This is an optimization exercise on Yosys and OpenROAD, whose aim is small area, a short achievable clock period and few clock cycles per item, not a production implementation. Function was not checked in any run shown here: the RTL went through the layout flow alone.

==> flow/design.v <==
`timescale 1ns/1ns
`default_nettype none
package mdPkg;
  localparam int XLen = 32;
  localparam logic [2:0] opMul    = 3'b000;
  localparam logic [2:0] opMulh   = 3'b001;
  localparam logic [2:0] opMulhsu = 3'b010;
  localparam logic [2:0] opMulhu  = 3'b011;
  localparam logic [2:0] opDiv    = 3'b100;
  localparam logic [2:0] opDivu   = 3'b101;
  localparam logic [2:0] opRem    = 3'b110;
  localparam logic [2:0] opRemu   = 3'b111;
endpackage
`default_nettype wire
`timescale 1ns/1ns
`default_nettype none
import mdPkg::*;
module multDivUnit (
  input  logic        clk,
  input  logic        reset,
  input  logic [2:0]  reqOp,
  input  logic [31:0] reqLOp,
  input  logic [31:0] reqROp,
  input  logic        reqValid,
  output logic        reqCredit,
  output logic [31:0] respResult,
  output logic        respDivByZero,
  output logic        respDivOverflow,
  output logic        respValid,
  input  logic        respCredit
);
  localparam logic [2:0] sGrant = 3'd0;   
  localparam logic [2:0] sWait  = 3'd1;   
  localparam logic [2:0] sPrep  = 3'd2;   
  localparam logic [2:0] sMul   = 3'd3;   
  localparam logic [2:0] sDiv   = 3'd4;   
  localparam logic [2:0] sCorr  = 3'd5;   
  localparam logic [2:0] sHold  = 3'd6;   
  localparam logic [2:0] sRfix  = 3'd7;   
  logic [2:0]  state;
  logic [1:0]  respCnt;
  logic [33:0] A;
  logic [34:0] H;
  logic [31:0] Lo;
  logic [4:0]  count;
  logic [5:0]  lzR;
  logic        isRem;
  logic        negR;
  logic        divAdd;
  logic        corr;
  logic        selLo;
  logic        dbz;
  logic        ovf;
  logic        yOne0;
  logic        yTwo0;
  logic        yInv0;
  logic        yOne1;
  logic        yTwo1;
  logic        yInv1;
  logic        yCin;
  function automatic logic [5:0] clz32(input logic [31:0] v);
    logic [5:0] n;
    n = 6'd32;
    for (int i = 0; i < 32; i++) begin
      if (v[i]) n = 31 - i;
    end
    clz32 = n;
  endfunction
  function automatic logic [2:0] booth(input logic b1, input logic b0, input logic bm);
    booth = {b0 ^ bm, (b1 & ~b0 & ~bm) | (~b1 & b0 & bm), b1};
  endfunction
  logic        inDiv;
  logic        inSgnDiv;
  logic        inNegL;
  logic        inNegR;
  logic        inLZero;
  logic [5:0]  inLzL;
  logic [5:0]  inLzR;
  logic [2:0]  inBooth0;
  logic [2:0]  inBooth1;
  assign inDiv    = reqOp[2];
  assign inSgnDiv = reqOp[2] & ~reqOp[0];
  assign inNegL   = inSgnDiv & reqLOp[31];
  assign inNegR   = inSgnDiv & reqROp[31];
  assign inLZero  = (reqLOp == 32'd0);
  assign inLzL    = clz32(reqLOp ^ {32{inNegL}});
  assign inLzR    = clz32(reqROp ^ {32{inNegR}});
  assign inBooth0 = booth(reqROp[1], reqROp[0], 1'b0);
  assign inBooth1 = booth(reqROp[3], reqROp[2], reqROp[1]);
  logic [2:0]  nextBooth0;
  logic [2:0]  nextBooth1;
  assign nextBooth0 = booth(Lo[5], Lo[4], Lo[3]);
  assign nextBooth1 = booth(Lo[7], Lo[6], Lo[5]);
  logic [1:0] respCntNext;
  logic       avail;
  assign respCntNext = respCnt + {1'b0, respCredit} - {1'b0, respValid};
  assign avail       = (respCntNext != 2'd0);
  logic [36:0] aExt;
  logic [36:0] xVal;
  logic [36:0] yVal0;
  logic [36:0] yVal1;
  logic [36:0] csaS;
  logic [36:0] csaC;
  logic [36:0] sum;
  assign aExt  = {{3{A[33]}}, A};
  assign xVal  = {{2{H[34]}}, H};
  assign yVal0 = (({37{yOne0}} & aExt) | ({37{yTwo0}} & {aExt[35:0], 1'b0})) ^ {37{yInv0}};
  assign yVal1 = (({37{yOne1}} & {aExt[34:0], 2'b0}) | ({37{yTwo1}} & {aExt[33:0], 3'b0})) ^ {37{yInv1}};
  assign csaS  = xVal ^ yVal0 ^ yVal1;
  assign csaC  = (xVal & yVal0) | (xVal & yVal1) | (yVal0 & yVal1);
  prefixAdd #(.N(37)) i_add (
    .a   (csaS),
    .b   ({csaC[35:0], yInv1}),
    .cin (yCin),
    .s   (sum)
  );
  logic [6:0] shAmt;
  logic       skipDiv;
  logic       qBit;
  logic       fixNeed;
  logic       subNext;
  logic       divNegL;
  assign divNegL = divAdd ^ negR;
  assign shAmt   = {2'b0, count} - {1'b0, lzR} + {6'd0, negR};
  assign skipDiv = dbz | shAmt[6];
  assign qBit    = ~(sum[36] ^ negR);
  assign subNext = ~sum[36] ^ divNegL;
  assign fixNeed = isRem ? negR : (divAdd & ~dbz);
  logic lastStep;
  assign lastStep = (count == 5'd0);
  always_ff @(posedge clk) begin
    if (reset) begin
      state     <= sGrant;
      respCnt   <= 2'd0;
      reqCredit <= 1'b0;
      respValid <= 1'b0;
    end else begin
      respCnt   <= respCntNext;
      reqCredit <= 1'b0;
      respValid <= 1'b0;
      case (state)
        sGrant: begin
          reqCredit <= 1'b1;
          state     <= sWait;
        end
        sWait: begin
          if (reqValid) state <= inDiv ? sPrep : sMul;
        end
        sPrep: begin
          if (!skipDiv) begin
            state <= sDiv;
          end else if (avail) begin
            respValid <= 1'b1;
            state     <= sGrant;
          end else begin
            state <= sHold;
          end
        end
        sMul: begin
          if (lastStep) begin
            if (corr) begin
              state <= sCorr;
            end else if (avail) begin
              respValid <= 1'b1;
              state     <= sGrant;
            end else begin
              state <= sHold;
            end
          end
        end
        sDiv: begin
          if (lastStep) begin
            if (isRem && !qBit) begin
              state <= sRfix;
            end else if (fixNeed) begin
              state <= sCorr;
            end else if (avail) begin
              respValid <= 1'b1;
              state     <= sGrant;
            end else begin
              state <= sHold;
            end
          end
        end
        sRfix: begin
          if (negR) begin
            state <= sCorr;
          end else if (avail) begin
            respValid <= 1'b1;
            state     <= sGrant;
          end else begin
            state <= sHold;
          end
        end
        default: begin   
          if (avail) begin
            respValid <= 1'b1;
            state     <= sGrant;
          end else begin
            state <= sHold;
          end
        end
      endcase
    end
  end
  always_ff @(posedge clk) begin
    case (state)
      sWait: begin
        if (reqValid) begin
          A      <= {{2{reqLOp[31] & (inNegL | reqOp == opMulh | reqOp == opMulhsu)}}, reqLOp};
          H      <= {{3{inNegR}}, reqROp} & {35{inDiv}};
          Lo     <= reqROp;
          count  <= inDiv ? ((inLzL == 6'd32) ? 5'd31 : inLzL[4:0]) : 5'd7;
          lzR    <= inLzR;
          isRem  <= reqOp[1];
          negR   <= inNegR;
          divAdd <= inNegL ^ inNegR;
          corr   <= ~reqOp[2] & reqOp[1] & reqROp[31];
          selLo  <= (reqOp == opMul) | (reqOp[2:1] == 2'b10);
          dbz    <= inDiv & inLZero;
          ovf    <= inSgnDiv & (reqLOp == 32'hffff_ffff) & (reqROp == 32'h8000_0000);
          if (inDiv) begin
            {yOne0, yTwo0, yInv0, yCin}  <= 4'b0010;
            {yOne1, yTwo1, yInv1}        <= 3'b000;
          end else begin
            {yOne0, yTwo0, yInv0} <= inBooth0;
            yCin                  <= inBooth0[0];
            {yOne1, yTwo1, yInv1} <= inBooth1;
          end
        end
      end
      sPrep: begin
        Lo    <= {32{dbz}};
        A     <= A << shAmt[4:0];
        count <= shAmt[4:0];
        if (negR && !skipDiv) H <= sum[34:0];
        {yOne0, yTwo0, yInv0, yCin} <= {1'b1, 1'b0, ~divAdd, ~divAdd};
      end
      sMul: begin
        H     <= {{2{sum[36]}}, sum[36:4]};
        Lo    <= {sum[3:0], Lo[31:4]};
        count <= count - 5'd1;
        if (lastStep) begin
          {yOne0, yTwo0, yInv0, yCin} <= 4'b1000;
          {yOne1, yTwo1, yInv1}       <= 3'b000;
        end else begin
          {yOne0, yTwo0, yInv0} <= nextBooth0;
          yCin                  <= nextBooth0[0];
          {yOne1, yTwo1, yInv1} <= nextBooth1;
        end
      end
      sDiv: begin
        Lo    <= {Lo[30:0], qBit};
        count <= count - 5'd1;
        if (lastStep) begin
          if (!isRem) begin
            A <= {2'b0, Lo[30:0], qBit};
            H <= '0;
            if (fixNeed) selLo <= 1'b0;
            {yOne0, yTwo0, yInv0, yCin} <= 4'b1011;
          end else begin
            H <= sum[34:0];
            if (qBit) begin
              {yOne0, yTwo0, yInv0, yCin} <= 4'b0001;
            end else begin
              {yOne0, yTwo0, yInv0, yCin} <= {1'b1, 1'b0, subNext, subNext};
            end
          end
        end else begin
          A <= {A[33], A[33:1]};
          H <= sum[34:0];
          {yOne0, yTwo0, yInv0, yCin} <= {1'b1, 1'b0, subNext, subNext};
        end
      end
      sRfix: begin
        H <= sum[34:0];
        {yOne0, yTwo0, yInv0, yCin} <= 4'b0001;
      end
      sCorr: begin
        H <= sum[34:0];
      end
      default: begin
      end
    endcase
  end
  assign respResult      = selLo ? Lo : H[31:0];
  assign respDivByZero   = dbz;
  assign respDivOverflow = ovf;
endmodule
module prefixAdd #(
  parameter int N = 35
) (
  input  logic [N-1:0] a,
  input  logic [N-1:0] b,
  input  logic         cin,
  output logic [N-1:0] s
);
  localparam int L = $clog2(N + 1);
  logic [N:0] g [0:L];
  logic [N:0] p [0:L];
  assign g[0] = {a & b, cin};
  assign p[0] = {a ^ b, 1'b0};
  for (genvar l = 1; l <= L; l++) begin : g_level
    for (genvar i = 0; i <= N; i++) begin : g_bit
      if (i >= (1 << (l - 1))) begin : g_merge
        assign g[l][i] = g[l-1][i] | (p[l-1][i] & g[l-1][i - (1 << (l - 1))]);
        assign p[l][i] = p[l-1][i] & p[l-1][i - (1 << (l - 1))];
      end else begin : g_pass
        assign g[l][i] = g[l-1][i];
        assign p[l][i] = p[l-1][i];
      end
    end
  end
  assign s = p[0][N:1] ^ g[L][N-1:0];
endmodule
`default_nettype wire
==> flow/run.sh <==
#!/bin/bash
# synth_recipe.tcl (not shown) runs the flow's synth.tcl, then flattens the netlist and writes it again
# the make line also repeats each setting of config.mk as NAME=value (left out here)
make -C /OpenROAD-flow-scripts/flow DESIGN_CONFIG=/design/flow/config.mk WORK_HOME=/design/flow/orfs CLKGATE_MAP_FILE= SYNTH_SCRIPT=/design/flow/synth_recipe.tcl finish
==> flow/config.mk <==
export PLATFORM = sky130hd
export DESIGN_NAME = multDivUnit
export DESIGN_NICKNAME = multDivUnit
export VERILOG_FILES = /design/flow/design.v
export SDC_FILE = /design/flow/constraint.sdc
export NUM_CORES = 4
export LEC_CHECK = 0
export CAP_MARGIN = 20
export CORE_MARGIN = 2
export CORE_UTILIZATION = 40
export SETUP_SLACK_MARGIN = 2
export SLEW_MARGIN = 20
==> flow/constraint.sdc <==
create_clock -name core_clock -period 6.0 [get_ports {clk}]
set_input_delay 1.2000 -clock core_clock [delete_from_list [all_inputs] [get_ports {clk}]]
set_output_delay 1.2000 -clock core_clock [all_outputs]
set_load 0.01 [all_outputs]
==> results.sh, run 1 <==
export IMPL_drive_above_1_share=0.177
export IMPL_hp_class="reg -> reg"
export IMPL_place_gp_congestion=0.945
export IMPL_synthFlopType="edfxtp_1"
export IMPL_cts_made_buffers=17
export IMPL_critPathLaunchType="flip-flop"
export IMPL_hold_depth=2
export IMPL_die_height_um=198
export IMPL_vias_per_cell=6.46
export IMPL_rows=70
export IMPL_dieArea_um2=39100
export IMPL_initial_core_util=0.408
export IMPL_clk_pin_slew_ps=70
export IMPL_ys_seq_area_frac=0.261
export IMPL_wl_per_cell_um=25.7
export IMPL_fin_crit_ps=4460
export IMPL_syn_cell_area_um2=15000
export IMPL_clockRootBuffer="clkbuf_16"
export IMPL_cap_violations=0
export IMPL_ios=107
export IMPL_path_class="reg -> reg"
export IMPL_dpl_hpwl_mm=44.4
export IMPL_async_reset_ff_frac=0
export IMPL_cts_sinks=133
export IMPL_rr_worst_depth=16
export IMPL_cp_slowest_stage_delay_ps=590
export IMPL_area_growth_pct=24.1
export IMPL_placement_io_buffers=106
export IMPL_clockBufferDepth=2
export IMPL_period_share=0.743
export IMPL_synthDistinctLibCells=86
export IMPL_avgSynthCellArea_um2=8.06
export IMPL_crit_slowest_cell="fa_1"
export IMPL_ant_nets=0
export IMPL_slew_limit_headroom=0.357
export IMPL_max_freq_ghz=0.224
export IMPL_layout_commonest_cell="nand2_1"
export IMPL_setup_viol=0
export IMPL_nets=2124
export IMPL_outcome="complete, no violations"
export IMPL_dr_pass1_iters=6
export IMPL_synth_edf_count=126
export IMPL_hold_viol=0
export IMPL_track_usage=0.317
export IMPL_grt_pass1_wl_mm=92.4
export IMPL_drc_errors=0
export IMPL_fin_skew_ps=16.1
export IMPL_netlist_instances=1863
export IMPL_setup_tns_ps=0
export IMPL_rsz0062_at_grt="yes"
export IMPL_critical_path_required_ps=6220
export IMPL_grt_max_degree=63
export IMPL_crit_chain="buf_4, buf_4, a22oi_2, xnor2_2, fa_1, ha_4, and3_1, a31o_2, o21ai_4, a21boi_4, o21ai_4, a21oi_4, a31oi_4, xnor3_2, or3_1, a31o_1"
export IMPL_worst_pin_slew_ps=960
export IMPL_h_tree_depth=4
export IMPL_tritoncts="done"
export IMPL_overflow=0
export IMPL_worstPathMaxFanout=7
export IMPL_antenna_found_initial=0
export IMPL_via_count=15803
export IMPL_ys_seq_elements=133
export IMPL_ys_warn_count=4
export IMPL_critPathCaptureType="flip-flop"
export IMPL_synth_nets=2023
export IMPL_die_x_um=198
export IMPL_grt_pass1_vias=14868
export IMPL_drt_wl_total_mm=63.0
export IMPL_core_um2=36800
export IMPL_worstPathArrival_ps=4670
export IMPL_drt_iter0_drc=2201
export IMPL_final_cell_mix="nand2_1, nor2_1, a21oi_1"
export IMPL_clk_latency_ps=460
export IMPL_drv_slew=0
[synthesized netlist by cell type (all sizes together) (11+ instances only)]
cell type,instances,area [um2]
buf,26,106
mux4,11,248
and3,17,108
nand4,20,125
mux2,35,394
nor4,17,106
nand2b,20,125
xor2,22,193
nand2,261,980
o21a,13,97.6
nor2,169,637
a21o,31,235
o21ai,141,709
clkbuf,124,498
o221ai,29,254
mux2i,46,460
nand3,31,155
xnor2,101,885
inv,48,180
a211oi,28,210
a31oi,18,128
ha,52,651
edfxtp,126,3780
a22oi,73,548
a21oi,162,815
nor2b,14,87.6
o22ai,16,100
or3,11,68.8
nor3,30,161
o211ai,16,120
fa,37,741
[sequential cells by signal, indices dropped and copies added, names as in the netlist, 2 cells and up]
register / count
count: 5
lzR: 6
A: 34
state: 3
H: 35
respCnt: 2
Lo: 32
[layer usage]
metal  global-route usage  share of wire  routed length [um]
met1                0.426           0.40               25300
met2                0.487           0.45               28100
met3               0.0629           0.10                6560
met4                0.157          0.049                3070
met5                    0              0                   0
[stage by stage]
step / setup slack [ps] / hold WS (ps) / util / area [um2] / std cells
final: 1540 / 623 / 0.507 / 18600 / 2446
after global routing: 1390 / 640 / 0.507 / 18600 / 2445
after CTS: 1600 / 610 / 0.486 / 17900 / 2405
after detailed placement: 941 / 595 / 0.446 / 16400 / 2321
after global placement: 981 / 573 / 0.446 / 16400 / 2321
after floorplan: 1920 / 527 / - / 15100 / 1863
[final timing paths]
check	from	endpoint	slack (ps)
hold / removal	Lo[31]$_DFFE_PP_	Lo[27]$_DFFE_PP_	620
setup / recovery	yTwo0$_DFFE_PP_	yCin$_DFFE_PP_	1540
setup reg to reg	yTwo0$_DFFE_PP_	yCin$_DFFE_PP_	1540
hold reg to reg	Lo[31]$_DFFE_PP_	Lo[27]$_DFFE_PP_	620
[final cells by class]
cell class	instances	area, um2
flip-flops and latches	133	3930
clock inverters	7	51.3
multi-input cells	1531	11200
fillers	3486	18100
well taps	468	586
repair inverters	1	5.00
repair buffers	230	2150
inverters	50	195
clock buffers	25	562
diodes	1	2.50
[worst max-delay path, delay by kind of cell, from the launching register on]
family	cells	cell delay, ps
AO/OA/AOI/OAI	8	1600
XOR/XNOR	2	420
adder cells (fa/ha/maj)	2	820
buffers and inverters	2	360
flip-flops	1	500
AND/OR/NAND/NOR	2	500
[cell families (layout without fill, tap and decap cells)]
logic type,Yosys count,in the layout,synth area share
AOI/OAI and AO/OA,607,607,0.263
xor gates and xnor gates,124,124,0.0733
adders and majority gates,89,89,0.0927
buffers and inverters,200,313,0.0528
DFF,133,133,0.261
muxes,92,92,0.0734
other,0,1,0
and+or+nand+nor,618,619,0.183
[repair_timing]
item	in CTS	in global routing
pin swaps	43	66
hold buffers	0	0
resized for setup	84	74
setup buffers	50	37
setup endpoints to repair	41	72
cloned	2	3
==> run 2: changes to the inputs <==
--- a/flow/config.mk
+++ b/flow/config.mk
@@ -8,5 +8,5 @@
 export CAP_MARGIN = 20
 export CORE_MARGIN = 2
 export CORE_UTILIZATION = 40
-export SETUP_SLACK_MARGIN = 2
+export SETUP_SLACK_MARGIN = 2.5
 export SLEW_MARGIN = 20
==> run 2 against run 1 <==
Net effect:
- clock skew fell by 2.1 ps
- synthesized cell count unchanged
- cell count about the same
- critical path depth up 4
- sequential share of layout area down 0.35 points
- synthesized area unchanged
- global-route usage decreased by 0.29 points
- non-clock buffer count fell by 1
- clock-buffer cell count fell by 8
- largest cell class unchanged
==> results.sh, run 2 <==
export IMPL_hold_viol=0
export IMPL_vias_per_cell=6.47
export IMPL_reg_top3="H: 35 flops, A: 34 flops, Lo: 32 flops"
export IMPL_cap_violations=0
export IMPL_drive_above_1_share=0.193
export IMPL_yosys_top_cells_count="nand2_1, nor2_1, a21oi_1"
export IMPL_rrSetupSlack_ps=1530
export IMPL_ys_seq_area_frac=0.261
export IMPL_hold_depth=2
export IMPL_h_tree_depth=4
export IMPL_post_synth_top_count_cell="nand2_1"
export IMPL_fillers=3445
export IMPL_drt_wl_total_mm=62.7
export IMPL_cp_slowest_stage_delay_ps=500
export IMPL_setup_tns_ps=0
export IMPL_worstPathArrival_ps=4660
export IMPL_setup_viol=0
export IMPL_crit_chain="buf_12, buf_4, a22oi_1, xnor2_1, fa_1, ha_4, and2_1, o2111a_1, o21ai_4, a21boi_4, o21ai_4, a21oi_4, a31oi_4, buf_4, buf_6, buf_6, buf_6, xnor2_4, o22a_4, o21ai_0"
export IMPL_avgSynthCellArea_um2=8.06
export IMPL_tritoncts="done"
export IMPL_synth_area_leaders="edfxtp_1, nand2_1, xnor2_1"
export IMPL_place_gp_congestion=0.925
export IMPL_max_freq_ghz=0.224
export IMPL_fin_crit_ps=4470
export IMPL_netlist_instances=1863
export IMPL_initial_core_util=0.408
export IMPL_syn_cell_area_um2=15000
export IMPL_ios=107
export IMPL_crit_slowest_cell="fa_1"
export IMPL_cts_sinks=133
export IMPL_rsz0062_at_grt="yes"
export IMPL_yosysTopAreaCell="edfxtp_1"
export IMPL_layout_commonest_cell="nand2_1"
export IMPL_drv_slew=0
export IMPL_clockBufferDepth=2
export IMPL_clk_latency_ps=460
export IMPL_hold_slack_ps=613
export IMPL_async_reset_ff_frac=0
export IMPL_hp_class="reg -> reg"
export IMPL_antennaDiodeCount=0
export IMPL_track_usage=0.314
export IMPL_critical_path_required_ps=6190
export IMPL_cts_made_buffers=17
export IMPL_rr_worst_depth=20
export IMPL_worst_pin_slew_ps=1140
export IMPL_wl_per_cell_um=25.6
export IMPL_worstReg2RegEnd="H[34]$_DFFE_PP_"
export IMPL_dr_pass1_iters=8
export IMPL_dpl_hpwl_mm=44.2
export IMPL_ys_warn_count=4
export IMPL_overflow=0
export IMPL_grt_pass1_wl_mm=92.4
export IMPL_antenna_found_initial=1
export IMPL_period_share=0.745
export IMPL_rows=70
export IMPL_ant_nets=0
export IMPL_die_height_um=198
export IMPL_fin_skew_ps=13.9
export IMPL_outcome="complete, no violations"
export IMPL_grt_max_degree=63
export IMPL_largest_register="H"
export IMPL_critPathLaunchType="flip-flop"
export IMPL_core_um2=36800
export IMPL_synth_nets=2023
export IMPL_fin_util=0.515
export IMPL_final_cell_mix="nand2_1, nor2_1, a21oi_1"
export IMPL_cpMostUsedCell="buf_6"
export IMPL_crit_family="compound AO/OA/AOI/OAI gates"
export IMPL_synth_edf_count=126
export IMPL_hp_start="Lo[1]$_DFFE_PP_"
export IMPL_die_x_um=198
export IMPL_largest_register_ffs=35
export IMPL_grt_pass1_vias=14947
export IMPL_dieArea_um2=39100
export IMPL_worstPathMaxFanout=6
export IMPL_clk_pin_slew_ps=70
export IMPL_critPathBufInv=6
export IMPL_slew_limit_headroom=0.240
export IMPL_yosys_area_top_type_share=0.252
export IMPL_regToRegStartpoint="yOne0$_DFFE_PP_"
export IMPL_clockRootBuffer="clkbuf_16"
export IMPL_drc_errors=0
export IMPL_ys_seq_elements=133
export IMPL_path_class="reg -> reg"
export IMPL_area_growth_pct=26.2
export IMPL_synthFlopType="edfxtp_1"
export IMPL_drt_iter0_drc=2075
export IMPL_whs_endpoint="Lo[2]$_DFFE_PP_"
export IMPL_synthDistinctLibCells=86
export IMPL_critPathCaptureType="flip-flop"
export IMPL_nets=2124
export IMPL_via_count=15828
export IMPL_placement_io_buffers=106
-- run 2: changes by cell type in the layout (fill, tap and decap cells not counted), moves of 6 or more --
cell             before  now
buf_4               108   92
buf_6                 7   18
clkdlybuf4s50_1     104   91
dlymetal6s2s_1        0   10
mux2i_1              46   40
-- run 2: how the worst max path moves through the flow --
stage / startpoint / endpoint / slack, ps / depth (start not counted)
after floorplan: yOne1$_DFFE_PP_ / yCin$_DFFE_PP_ / 1920 / 16
after global placement: reqOp[0] / lzR[1]$_SDFFCE_PP0P_ / 1130 / 12
after detailed placement: reqOp[0] / lzR[1]$_SDFFCE_PP0P_ / 1080 / 12
after CTS: yOne1$_DFFE_PP_ / yCin$_DFFE_PP_ / 1600 / 15
after global routing: yOne1$_DFFE_PP_ / yInv0$_DFFE_PP_ / 1430 / 16
final: yOne0$_DFFE_PP_ / H[34]$_DFFE_PP_ / 1530 / 20
-- run 2: cell type report --
type                    count  area [um2]  area share
inverters                  50         193      0.0102
clock inverters            15         153     0.00806
well taps                 468         586      0.0309
clock buffers              17         425      0.0224
repair inverters            1        5.00    0.000264
flip-flops and latches    133        3930       0.207
repair buffers            229        2240       0.118
multi-input cells        1532       11400       0.603
-- run 2: per-layer routing --
| metal | global-route usage | vias up | wire, um |
|---|---|---|---|
| met3 | 0.0584 | 159 | 6140 |
| met1 | 0.426 | 7625 | 25400 |
| met2 | 0.492 | 946 | 28300 |
| li1 | - | 7096 | - |
| met5 | 0 | - | 8 |
| met4 | 0.132 | 2 | 2830 |
-- run 2: stage by stage --
stage	cell area, um2	instances	setup slack, ps
after global placement	16600	2320	1130
after floorplan	15300	1863	1920
after CTS	18200	2413	1600
after detailed placement	16600	2320	1080
after global routing	18900	2445	1430
final	18900	2445	1530
-- run 2: tightest hold or removal path: cells and delay by family (launching register included) --
family	cells	cell delay, ps
flops	1	390
simple gates	2	110
-- run 2: timing repair --
action,in CTS,in global routing
gates cloned,3,2
setup endpoints to repair,113,103
hold buffers,0,0
pin swaps,30,51
setup buffers,58,29
gates resized for setup,105,104
-- run 2: kinds of logic after synthesis --
group,share of synthesized area
fa+ha+maj,0.0927
compound gates,0.263
simple gates,0.183
flops,0.261
buf+inv,0.0528
mux,0.0734
xor+xnor,0.0733
==> run 3: changes to the inputs <==
--- a/flow/config.mk
+++ b/flow/config.mk
@@ -8,5 +8,5 @@
 export CAP_MARGIN = 20
 export CORE_MARGIN = 2
 export CORE_UTILIZATION = 40
-export SETUP_SLACK_MARGIN = 2.5
+export SETUP_SLACK_MARGIN = 1.5
 export SLEW_MARGIN = 20
==> run 3 against run 2 <==
Net effect:
- still clean
- setup slack lost 42 ps
- synthesized cell count did not move
- first-iteration DRC count decreased by 11%
- via count is 3.3% lower
- utilization fell by 4.4 points
- highest routed layer is now met4
==> results.sh, run 3 <==
export IMPL_outcome="complete, no violations"
export IMPL_worstPathArrival_ps=4720
export IMPL_crit_slowest_cell="fa_1"
export IMPL_cts_made_buffers=17
export IMPL_place_gp_congestion=0.927
export IMPL_clockBufferDepth=2
export IMPL_grt_pass1_vias=14481
export IMPL_reg_top3="H: 35 flops, A: 34 flops, Lo: 32 flops"
export IMPL_hp_class="reg -> reg"
export IMPL_ys_warn_count=4
export IMPL_track_usage=0.310
export IMPL_cp_slowest_stage_delay_ps=580
export IMPL_syn_cell_area_um2=15000
export IMPL_final_cells=2376
export IMPL_via_count=15309
export IMPL_setup_viol=0
export IMPL_worstPathMaxFanout=15
export IMPL_crit_chain="buf_12, a22oi_2, xnor2_1, fa_1, ha_4, a21o_1, a21o_1, a2111oi_4, o31ai_2, nor3_4, a21oi_4, a31oi_4, xnor3_2, or3_1, a31o_1"
export IMPL_critPathBufInv=1
export IMPL_fillers=3611
export IMPL_antennaDiodeCount=0
export IMPL_die_height_um=198
export IMPL_synth_edf_count=126
export IMPL_worst_pin_slew_ps=1190
export IMPL_fin_crit_ps=4510
export IMPL_synth_area_leaders="edfxtp_1, nand2_1, xnor2_1"
export IMPL_largest_register_ffs=35
export IMPL_async_reset_ff_frac=0
export IMPL_core_um2=36800
export IMPL_yosys_top_cells_count="nand2_1, nor2_1, a21oi_1"
export IMPL_hold_viol=0
export IMPL_ios=107
export IMPL_clockRootBuffer="clkbuf_16"
export IMPL_avgSynthCellArea_um2=8.06
export IMPL_grt_max_degree=63
export IMPL_wl_per_cell_um=25.5
export IMPL_crit_family="compound AO/OA/AOI/OAI gates"
export IMPL_slew_limit_headroom=0.208
export IMPL_cap_violations=0
export IMPL_layout_commonest_cell="nand2_1"
export IMPL_clk_pin_slew_ps=70
export IMPL_synthFlopType="edfxtp_1"
export IMPL_cpMostUsedCell="a21o_1"
export IMPL_synth_nets=2023
export IMPL_critical_path_required_ps=6210
export IMPL_die_x_um=198
export IMPL_vias_per_cell=6.44
export IMPL_yosysTopAreaCell="edfxtp_1"
export IMPL_yosys_area_top_type_share=0.252
export IMPL_drive_above_1_share=0.0985
export IMPL_setup_tns_ps=0
export IMPL_fin_skew_ps=10.0
export IMPL_final_cell_mix="nand2_1, nor2_1, a21oi_1"
export IMPL_largest_register="H"
export IMPL_max_freq_ghz=0.222
export IMPL_drt_iter0_drc=1838
export IMPL_ys_seq_elements=133
export IMPL_critPathCaptureType="flip-flop"
export IMPL_clk_latency_ps=450
export IMPL_rows=70
export IMPL_initial_core_util=0.408
export IMPL_grt_pass1_wl_mm=90.6
export IMPL_netlist_instances=1863
export IMPL_period_share=0.751
export IMPL_synthDistinctLibCells=86
export IMPL_cts_sinks=133
export IMPL_dpl_hpwl_mm=44.4
export IMPL_ant_nets=0
export IMPL_ys_seq_area_frac=0.261
export IMPL_placement_io_buffers=106
export IMPL_overflow=0
export IMPL_h_tree_depth=4
export IMPL_antenna_found_initial=0
export IMPL_path_class="reg -> reg"
export IMPL_drv_slew=0
export IMPL_nets=2055
export IMPL_tritoncts="done"
export IMPL_post_synth_top_count_cell="nand2_1"
export IMPL_dieArea_um2=39100
export IMPL_area_growth_pct=15.3
export IMPL_place_inst=2320
export IMPL_drc_errors=0
export IMPL_critPathLaunchType="flip-flop"
export IMPL_drt_wl_total_mm=60.6
export IMPL_rsz0062_at_grt="yes"
export IMPL_dr_pass1_iters=6
-- run 3: repair_timing --
action,4_1_cts,5_1_grt
endpoints found under the setup margin,21,22
pin swaps,1,6
hold buffers,0,0
resized for setup,6,25
gates cloned,1,1
buffers inserted,16,6
-- run 3: metrics by stage --
stage	cell area, um2	worst slack, ps	hold slack [ps]	util
6_report	17300	1490	647	0.471
2_1_floorplan	15000	1500	527	-
3_5_place_dp	16400	867	617	0.445
4_1_cts	17100	1460	635	0.466
5_1_grt	17300	1420	679	0.471
3_3_place_gp	16400	900	621	0.445
-- run 3: area by class of cell --
class	instances	area [um2]	share of cell area
repair inverters	1	5.00	0.000289
inverters	50	191	0.0111
clock inverters	7	37.5	0.00217
clock buffers	25	541	0.0312
multi-input cells	1530	10500	0.605
flip-flops and latches	133	3920	0.227
repair buffers	162	1550	0.0894
well taps	468	586	0.0338
-- run 3: routing by layer --
layer	wire [um]	global-route usage
met1	25600	0.432
met4	2460	0.129
met2	27300	0.484
met5	0	0
met3	5220	0.0405
-- run 3: cell families (layout without fill, tap and decap cells) --
logic type,count (synthesis),after routing,synth area share
AO/OA/AOI/OAI,607,607,0.263
XOR/XNOR,124,124,0.0733
adder cells (fa/ha/maj),89,89,0.0927
buffers and inverters,200,245,0.0528
flip-flops,133,133,0.261
multiplexers,92,92,0.0734
AND/OR/NAND/NOR,618,618,0.183
-- run 3: worst paths after layout --
| path | from | to | slack (ps) | depth (start not counted) |
|---|---|---|---|---|
| worst min register to register | corr$_DFFE_PP_ | respValid$_SDFF_PP0_ | 650 | 3 |
| worst min-delay path | corr$_DFFE_PP_ | respValid$_SDFF_PP0_ | 650 | 3 |
| worst max-delay path | yOne0$_DFFE_PP_ | yCin$_DFFE_PP_ | 1490 | 15 |
| worst max register to register | yOne0$_DFFE_PP_ | yCin$_DFFE_PP_ | 1490 | 15 |
-- run 3: worst min-delay path, cell delays in order, from the launching register on --
cell	delay, ps
edfxtp_1	360
o31ai_1	90
nand3b_1	90
nand2_1	60
==> run 4: changes to the inputs <==
--- a/flow/config.mk
+++ b/flow/config.mk
@@ -10,3 +10,4 @@
 export CORE_UTILIZATION = 40
 export SETUP_SLACK_MARGIN = 1.5
 export SLEW_MARGIN = 20
+export TNS_END_PERCENT = 10
==> run 4 against run 3 <==
Net effect:
- non-clock buffer count down 6
- sequential share of layout area up 0.20 points
- synthesized cell count unchanged
- clock skew up 0.64 ps
- final area down 0.86%
- routed wire length down 0.25%
- still clean
- critical path type unchanged
- via count down 0.29%
- utilization down 0.40 points
==> results.sh, run 4 <==
export IMPL_avgSynthCellArea_um2=8.06
export IMPL_cts_made_buffers=17
export IMPL_track_usage=0.310
export IMPL_grt_busiest_layer="met2"
export IMPL_grtUsageMet1=0.432
export IMPL_synth_nets=2023
export IMPL_nets=2049
export IMPL_synth_area_leaders="edfxtp_1, nand2_1, xnor2_1"
export IMPL_wl_per_cell_um=25.5
export IMPL_setup_tns_ps=0
export IMPL_crit_family="compound AO/OA/AOI/OAI gates"
export IMPL_h_tree_depth=4
export IMPL_netlist_instances=1863
export IMPL_fillers=3628
export IMPL_slew_limit_headroom=0.178
export IMPL_largest_register_ffs=35
export IMPL_ys_seq_elements=133
export IMPL_grt_pass1_wl_mm=90.6
export IMPL_crit_chain="buf_8, a22oi_1, xnor2_1, fa_1, ha_4, a21o_1, a21o_1, a2111oi_4, o31ai_2, nor3_4, a21oi_2, a31oi_4, xnor3_2, or3_1, a31o_1"
export IMPL_use_met3=0.0405
export IMPL_clk_latency_ps=450
export IMPL_hp_start="corr$_DFFE_PP_"
export IMPL_critical_path_required_ps=6210
export IMPL_rsz0062_at_grt="yes"
export IMPL_hp_class="reg -> reg"
export IMPL_dieArea_um2=39100
export IMPL_layout_commonest_cell="nand2_1"
export IMPL_final_cell_mix="nand2_1, nor2_1, a21oi_1"
export IMPL_ys_seq_area_frac=0.261
export IMPL_worstPathMaxFanout=30
export IMPL_rr_worst_depth=15
export IMPL_period_share=0.755
export IMPL_antenna_found_initial=0
export IMPL_clockBufferDepth=2
export IMPL_yosys_top_cells_count="nand2_1, nor2_1, a21oi_1"
export IMPL_fin_skew_ps=10.6
export IMPL_synth_edf_count=126
export IMPL_antennaDiodeCount=0
export IMPL_synthDistinctLibCells=86
export IMPL_critPathCaptureType="flip-flop"
export IMPL_clockRootBuffer="clkbuf_16"
export IMPL_crit_slowest_cell="fa_1"
export IMPL_max_freq_ghz=0.221
export IMPL_drc_errors=0
export IMPL_placed_cell_area_um2=16400
export IMPL_fin_util=0.467
export IMPL_cpMostUsedCell="a21o_1"
export IMPL_place_inst=2320
export IMPL_yosys_area_top_type_share=0.252
export IMPL_overflow=0
export IMPL_cap_violations=0
export IMPL_critPathLaunchType="flip-flop"
export IMPL_setup_viol=0
export IMPL_regToRegStartpoint="yOne0$_DFFE_PP_"
export IMPL_fin_crit_ps=4530
export IMPL_drv_slew=0
export IMPL_worstPathArrival_ps=4740
export IMPL_initial_core_util=0.408
export IMPL_via_count=15264
export IMPL_outcome="complete, no violations"
export IMPL_drt_iter0_drc=1825
export IMPL_ant_nets=0
export IMPL_area_growth_pct=14.3
export IMPL_drive_above_1_share=0.0894
export IMPL_ys_warn_count=4
export IMPL_hold_depth=3
export IMPL_grt_max_degree=63
export IMPL_worstReg2RegEnd="yCin$_DFFE_PP_"
export IMPL_place_gp_congestion=0.927
export IMPL_drt_wl_total_mm=60.4
export IMPL_dr_pass1_iters=6
export IMPL_cp_slowest_stage_delay_ps=480
export IMPL_core_um2=36800
export IMPL_async_reset_ff_frac=0
export IMPL_vias_per_cell=6.44
export IMPL_grt_met2_usage=0.484
export IMPL_worst_pin_slew_ps=1230
export IMPL_die_x_um=198
export IMPL_reg_top3="H: 35 flops, A: 34 flops, Lo: 32 flops"
export IMPL_post_synth_top_count_cell="nand2_1"
export IMPL_synthFlopType="edfxtp_1"
export IMPL_yosysTopAreaCell="edfxtp_1"
export IMPL_whs_endpoint="respValid$_SDFF_PP0_"
export IMPL_ios=107
export IMPL_tritoncts="done"
export IMPL_die_height_um=198
export IMPL_cts_sinks=133
export IMPL_rrSetupSlack_ps=1470
export IMPL_hold_viol=0
export IMPL_clk_pin_slew_ps=70
export IMPL_critPathBufInv=1
export IMPL_grt_pass1_vias=14481
export IMPL_syn_cell_area_um2=15000
export IMPL_largest_register="H"
export IMPL_placement_io_buffers=106
export IMPL_dpl_hpwl_mm=44.4
export IMPL_path_class="reg -> reg"
export IMPL_final_cells=2370
export IMPL_stdcell_area_um2=17200
export IMPL_rows=70
[run 4: cell counts after synthesis]
No cell type changed its count.
[run 4: tightest hold or removal path, cell delays in order (launching register included)]
cell and delay [ps]:
edfxtp_1 370, o31ai_1 90, nand3b_1 80, nand2_1 50
[run 4: what timing repair did]
item / in CTS / in global routing
resized for setup: 5 / 10
pin swaps: 1 / 1
hold endpoints to repair: 0 / 0
cloned: 1 / 0
buffers inserted: 16 / 1
hold buffers: 0 / 0
endpoints found under the setup margin: 21 / 25
[run 4: kinds of logic after synthesis]
| group | Yosys count | synth area share |
|---|---|---|
| adder cells (fa/ha/maj) | 89 | 0.0927 |
| AO/OA/AOI/OAI | 607 | 0.263 |
| AND/OR/NAND/NOR | 618 | 0.183 |
| XOR/XNOR | 124 | 0.0733 |
| flip-flops | 133 | 0.261 |
| multiplexers | 92 | 0.0734 |
| buffers and inverters | 200 | 0.0528 |
[run 4: metal layers]
metal | vias to the layer above | wire length (um) | share of wire
met4 | 0 | 2400 | 0.040
met3 | 122 | 5070 | 0.084
met5 | - | 0 | 0
met2 | 799 | 27400 | 0.45
met1 | 7422 | 25600 | 0.42
li1 | 6921 | - | -
[run 4: layout make-up]
class                           instances  area (um2)  area share
Clock buffer                           25         541      0.0315
Clock inverter                          7        37.5     0.00219
Inverter                               50         191      0.0112
Multi-Input combinational cell       1530       10400       0.606
Sequential cell                       133        3920       0.229
Tap cell                              468         586      0.0341
Timing Repair Buffer                  156        1480      0.0860
Timing Repair inverter                  1        5.00    0.000292
[run 4: worst max path at each step]
stage	slack, ps	depth (start not counted)	endpoint	startpoint
5_1_grt	1370	16	H[34]$_DFFE_PP_	yOne1$_DFFE_PP_
2_1_floorplan	1500	15	yCin$_DFFE_PP_	yInv0$_DFFE_PP_
6_report	1470	15	yCin$_DFFE_PP_	yOne0$_DFFE_PP_
3_3_place_gp	900	12	lzR[1]$_SDFFCE_PP0P_	reqOp[0]
4_1_cts	1430	15	yCin$_DFFE_PP_	yTwo1$_DFFE_PP_
3_5_place_dp	870	12	lzR[1]$_SDFFCE_PP0P_	reqOp[0]
[run 4: per-stage QoR]
step / worst slack (ps) / hold slack [ps]
global route: 1370 / 679
floorplan: 1500 / 527
CTS: 1430 / 635
finish: 1470 / 638
global placement: 900 / 621
detailed placement: 867 / 617
==> run 5: changes to the inputs <==
--- a/flow/design.v
+++ b/flow/design.v
@@ -58,6 +58,10 @@
   logic        yTwo1;
   logic        yInv1;
   logic        yCin;
+  logic        divMode;
+  logic        divSub;
+  logic        inv0;
+  logic        cin0;
   function automatic logic [5:0] clz32(input logic [31:0] v);
     logic [5:0] n;
     n = 6'd32;
@@ -104,32 +108,34 @@
   logic [36:0] sum;
   assign aExt  = {{3{A[33]}}, A};
   assign xVal  = {{2{H[34]}}, H};
-  assign yVal0 = (({37{yOne0}} & aExt) | ({37{yTwo0}} & {aExt[35:0], 1'b0})) ^ {37{yInv0}};
+  assign divSub = divMode & H[34];
+  assign inv0   = yInv0 ^ divSub;
+  assign cin0   = yCin ^ divSub;
+  assign yVal0  = (({37{yOne0}} & aExt) | ({37{yTwo0}} & {aExt[35:0], 1'b0})) ^ {37{inv0}};
   assign yVal1 = (({37{yOne1}} & {aExt[34:0], 2'b0}) | ({37{yTwo1}} & {aExt[33:0], 3'b0})) ^ {37{yInv1}};
   assign csaS  = xVal ^ yVal0 ^ yVal1;
   assign csaC  = (xVal & yVal0) | (xVal & yVal1) | (yVal0 & yVal1);
   prefixAdd #(.N(37)) i_add (
     .a   (csaS),
     .b   ({csaC[35:0], yInv1}),
-    .cin (yCin),
+    .cin (cin0),
     .s   (sum)
   );
   logic [6:0] shAmt;
   logic       skipDiv;
   logic       qBit;
   logic       fixNeed;
-  logic       subNext;
   logic       divNegL;
   assign divNegL = divAdd ^ negR;
   assign shAmt   = {2'b0, count} - {1'b0, lzR} + {6'd0, negR};
   assign skipDiv = dbz | shAmt[6];
   assign qBit    = ~(sum[36] ^ negR);
-  assign subNext = ~sum[36] ^ divNegL;
   assign fixNeed = isRem ? negR : (divAdd & ~dbz);
   logic lastStep;
   assign lastStep = (count == 5'd0);
   always_ff @(posedge clk) begin
     if (reset) begin
+      divMode   <= 1'b0;
       state     <= sGrant;
       respCnt   <= 2'd0;
       reqCredit <= 1'b0;
@@ -148,7 +154,8 @@
         end
         sPrep: begin
           if (!skipDiv) begin
-            state <= sDiv;
+            state   <= sDiv;
+            divMode <= 1'b1;
           end else if (avail) begin
             respValid <= 1'b1;
             state     <= sGrant;
@@ -170,6 +177,7 @@
         end
         sDiv: begin
           if (lastStep) begin
+            divMode <= isRem && !qBit;
             if (isRem && !qBit) begin
               state <= sRfix;
             end else if (fixNeed) begin
@@ -183,6 +191,7 @@
           end
         end
         sRfix: begin
+          divMode <= 1'b0;
           if (negR) begin
             state <= sCorr;
           end else if (avail) begin
@@ -234,7 +243,7 @@
         A     <= A << shAmt[4:0];
         count <= shAmt[4:0];
         if (negR && !skipDiv) H <= sum[34:0];
-        {yOne0, yTwo0, yInv0, yCin} <= {1'b1, 1'b0, ~divAdd, ~divAdd};
+        {yOne0, yTwo0, yInv0, yCin} <= {1'b1, 1'b0, ~divNegL, ~divNegL};
       end
       sMul: begin
         H     <= {{2{sum[36]}}, sum[36:4]};
@@ -260,16 +269,11 @@
             {yOne0, yTwo0, yInv0, yCin} <= 4'b1011;
           end else begin
             H <= sum[34:0];
-            if (qBit) begin
-              {yOne0, yTwo0, yInv0, yCin} <= 4'b0001;
-            end else begin
-              {yOne0, yTwo0, yInv0, yCin} <= {1'b1, 1'b0, subNext, subNext};
-            end
+            if (qBit) {yOne0, yTwo0, yInv0, yCin} <= 4'b0001;
           end
         end else begin
           A <= {A[33], A[33:1]};
           H <= sum[34:0];
-          {yOne0, yTwo0, yInv0, yCin} <= {1'b1, 1'b0, subNext, subNext};
         end
       end
       sRfix: begin
--- a/flow/config.mk
+++ b/flow/config.mk
@@ -8,6 +8,5 @@
 export CAP_MARGIN = 20
 export CORE_MARGIN = 2
 export CORE_UTILIZATION = 40
-export SETUP_SLACK_MARGIN = 1.5
+export SETUP_SLACK_MARGIN = 2
 export SLEW_MARGIN = 20
-export TNS_END_PERCENT = 10
==> run 5 against run 4 <==
Net effect:
- setup slack improved by 190 ps
- critical path type unchanged
- first-iteration DRC count is 23% higher
- still clean
- clock-buffer cell count shrank 7
- global-route usage up 0.53 points
- via count rose by 3.1%
==> results.sh, run 5 <==
export IMPL_avgSynthCellArea_um2=8.03
export IMPL_yosysTopAreaCell="edfxtp_1"
export IMPL_drive_above_1_share=0.168
export IMPL_die_x_um=198
export IMPL_hold_viol=0
export IMPL_outcome="complete, no violations"
export IMPL_grt_pass1_vias=14619
export IMPL_tritoncts="done"
export IMPL_cap_violations=0
export IMPL_clk_pin_slew_ps=70
export IMPL_reg_top3="H: 35 flops, A: 34 flops, Lo: 32 flops"
export IMPL_synth_mux_area_frac=0.0699
export IMPL_h_tree_depth=4
export IMPL_setup_tns_ps=0
export IMPL_cts_hold_buf=0
export IMPL_synth_nets=2027
export IMPL_fin_skew_ps=9.64
export IMPL_synth_edf_count=126
export IMPL_synth_top_family_by_area="compound AO/OA/AOI/OAI gates"
export IMPL_rsz0062_at_grt="yes"
export IMPL_ys_seq_elements=134
export IMPL_ios=107
export IMPL_rows=70
export IMPL_critPathLaunchType="flip-flop"
export IMPL_grt_pass1_wl_mm=91.7
export IMPL_synthDistinctLibCells=83
export IMPL_nets=2103
export IMPL_die_height_um=198
export IMPL_period_share=0.724
export IMPL_wl_per_cell_um=25.9
export IMPL_via_count=15730
export IMPL_placement_io_buffers=106
export IMPL_ant_nets=0
export IMPL_place_gp_congestion=0.956
export IMPL_ys_warn_count=4
export IMPL_drt_iter0_drc=2237
export IMPL_drv_slew=0
export IMPL_cts_sinks=134
export IMPL_synth_compound_area_frac=0.260
export IMPL_worst_pin_slew_ps=1010
export IMPL_dieArea_um2=39000
export IMPL_layout_commonest_cell="nand2_1"
export IMPL_critical_path_required_ps=6170
export IMPL_track_usage=0.315
export IMPL_drc_errors=0
export IMPL_netlist_instances=1867
export IMPL_final_cell_mix="nand2_1, nor2_1, o21ai_0"
export IMPL_antenna_found_initial=1
export IMPL_clockBufferDepth=2
export IMPL_fin_crit_ps=4340
export IMPL_core_um2=36800
export IMPL_async_reset_ff_frac=0
export IMPL_path_class="reg -> reg"
export IMPL_yosys_area_top_type_share=0.252
export IMPL_slew_limit_headroom=0.320
export IMPL_ys_seq_area_frac=0.263
export IMPL_setup_viol=0
export IMPL_initial_core_util=0.408
export IMPL_overflow=0
export IMPL_yosys_area_share_simple=0.185
export IMPL_largest_register_ffs=35
export IMPL_worstPathArrival_ps=4520
export IMPL_post_synth_top_count_cell="nand2_1"
export IMPL_syn_cell_area_um2=15000
export IMPL_dr_pass1_iters=6
export IMPL_clockRootBuffer="clkbuf_16"
export IMPL_grt_max_degree=60
export IMPL_critPathCaptureType="flip-flop"
export IMPL_synth_area_leaders="edfxtp_1, nand2_1, o21ai_0"
export IMPL_dpl_hpwl_mm=44.6
export IMPL_largest_register="H"
export IMPL_clk_latency_ps=450
export IMPL_synthFlopType="edfxtp_1"
export IMPL_synth_fa_ha_area_frac=0.0928
export IMPL_drt_wl_total_mm=62.8
export IMPL_antennaDiodeCount=0
export IMPL_worstPathMaxFanout=6
export IMPL_vias_per_cell=6.49
export IMPL_area_growth_pct=24.8
export IMPL_hp_class="reg -> reg"
export IMPL_max_freq_ghz=0.230
export IMPL_yosys_top_cells_count="nand2_1, o21ai_0, nor2_1"
export IMPL_synth_xor_area_frac=0.0780
export IMPL_cts_made_buffers=17
==> run 5: critical path, cell delays in order (launching register included) <==
cell      delay [ps]
edfxtp_1         480
xor2_4           240
buf_6            140
buf_12           140
buf_4            140
xor2_2           180
fa_1             650
ha_4             250
a21o_1           160
a21o_1           160
a21oi_2          150
o21ai_1          100
nand2_2          110
o311ai_4         120
a311o_1          410
a31oi_1          220
xor2_1           280
o221ai_1         140
==> run 5: worst paths after layout <==
kind / to / start / slack, ps / cells past startpoint
min: respCnt[1]$_SDFF_PP0_ / respCnt[1]$_SDFF_PP0_ / 640 / 3
max: H[29]$_DFFE_PP_ / yInv0$_DFFE_PP_ / 1660 / 17
max reg2reg: H[29]$_DFFE_PP_ / yInv0$_DFFE_PP_ / 1660 / 17
min reg2reg: respCnt[1]$_SDFF_PP0_ / respCnt[1]$_SDFF_PP0_ / 640 / 3
==> run 5: area by class of cell <==
cell class	instances	area, um2
inverter	46	199
sequential	134	3950
tap	468	586
multi-input combinational	1533	11200
fill	3456	18100
timing repair inverter	1	11.3
clock buffer	18	429
timing repair buffer	210	2010
clock inverter	14	293
==> run 5: kinds of logic after synthesis <==
kind of cell             count (synthesis)
buffers and inverters                  201
AO/OA/AOI/OAI                          597
adder cells (fa/ha/maj)                 89
XOR/XNOR                               131
flip-flops                             134
multiplexers                            89
AND/OR/NAND/NOR                        626
==> run 5: routing by layer <==
layer	up-vias	wire (um)	track usage
li1	7014	-	-
met2	1019	26800	0.458
met4	2	3580	0.161
met3	156	7570	0.0891
met5	-	79	0.0153
met1	7539	24800	0.425
==> run 5: repair_timing <==
action                     CTS  global route
pin swaps                   38            36
cloned                       2             2
setup endpoints to repair   97            86
buffers inserted            42            24
gates resized for setup     94            73
==> run 5: metrics by stage <==
| stage | area (um2) | util | instances | hold WS, ps | worst slack [ps] |
|---|---|---|---|---|---|
| floorplan | 15100 | - | 1867 | 527 | 1720 |
| global placement | 16500 | 0.448 | 2322 | 626 | 1210 |
| detailed placement | 16500 | 0.448 | 2322 | 631 | 1160 |
| CTS | 18100 | 0.493 | 2398 | 649 | 1660 |
| global route | 18700 | 0.508 | 2424 | 681 | 1550 |
| finish | 18700 | 0.508 | 2424 | 639 | 1660 |

-- afterwards: timing with drivers on the ports --
How much do the figures lean on ideal ports? The routed layouts below were timed once more, with nothing changed but the port constraints. Step 1, drivers: a clkbuf_16 drives clk and a buf_2 each remaining input, both assumed. Step 2 also shifts input and output timing later by t, the mid clock arrival at the registers, as if the neighbouring blocks saw the same clock. a / b / c = ideal / step 1 / step 2; a / b = the first two.
run	shift t [ns]	slack for setup (ns)	clock arrival spread, ns	worst register clock-pin slew, ns
run 1	0.505	1.545 / 1.545 / 1.545	0.016 / 0.016	0.07 / 0.07
run 2	0.498	1.533 / 1.533 / 1.533	0.014 / 0.015	0.07 / 0.07
run 3	0.495	1.491 / 1.491 / 1.243	0.010 / 0.010	0.07 / 0.07
run 4	0.497	1.470 / 1.470 / 1.249	0.011 / 0.010	0.07 / 0.07
run 5	0.496	1.655 / 1.655 / 1.655	0.012 / 0.011	0.07 / 0.07
After both steps setup and hold are still met in every run listed. For run 3, which loses most, drivers alone change the setup slack by 0.000 ns; drivers and shift together by -0.248 ns.
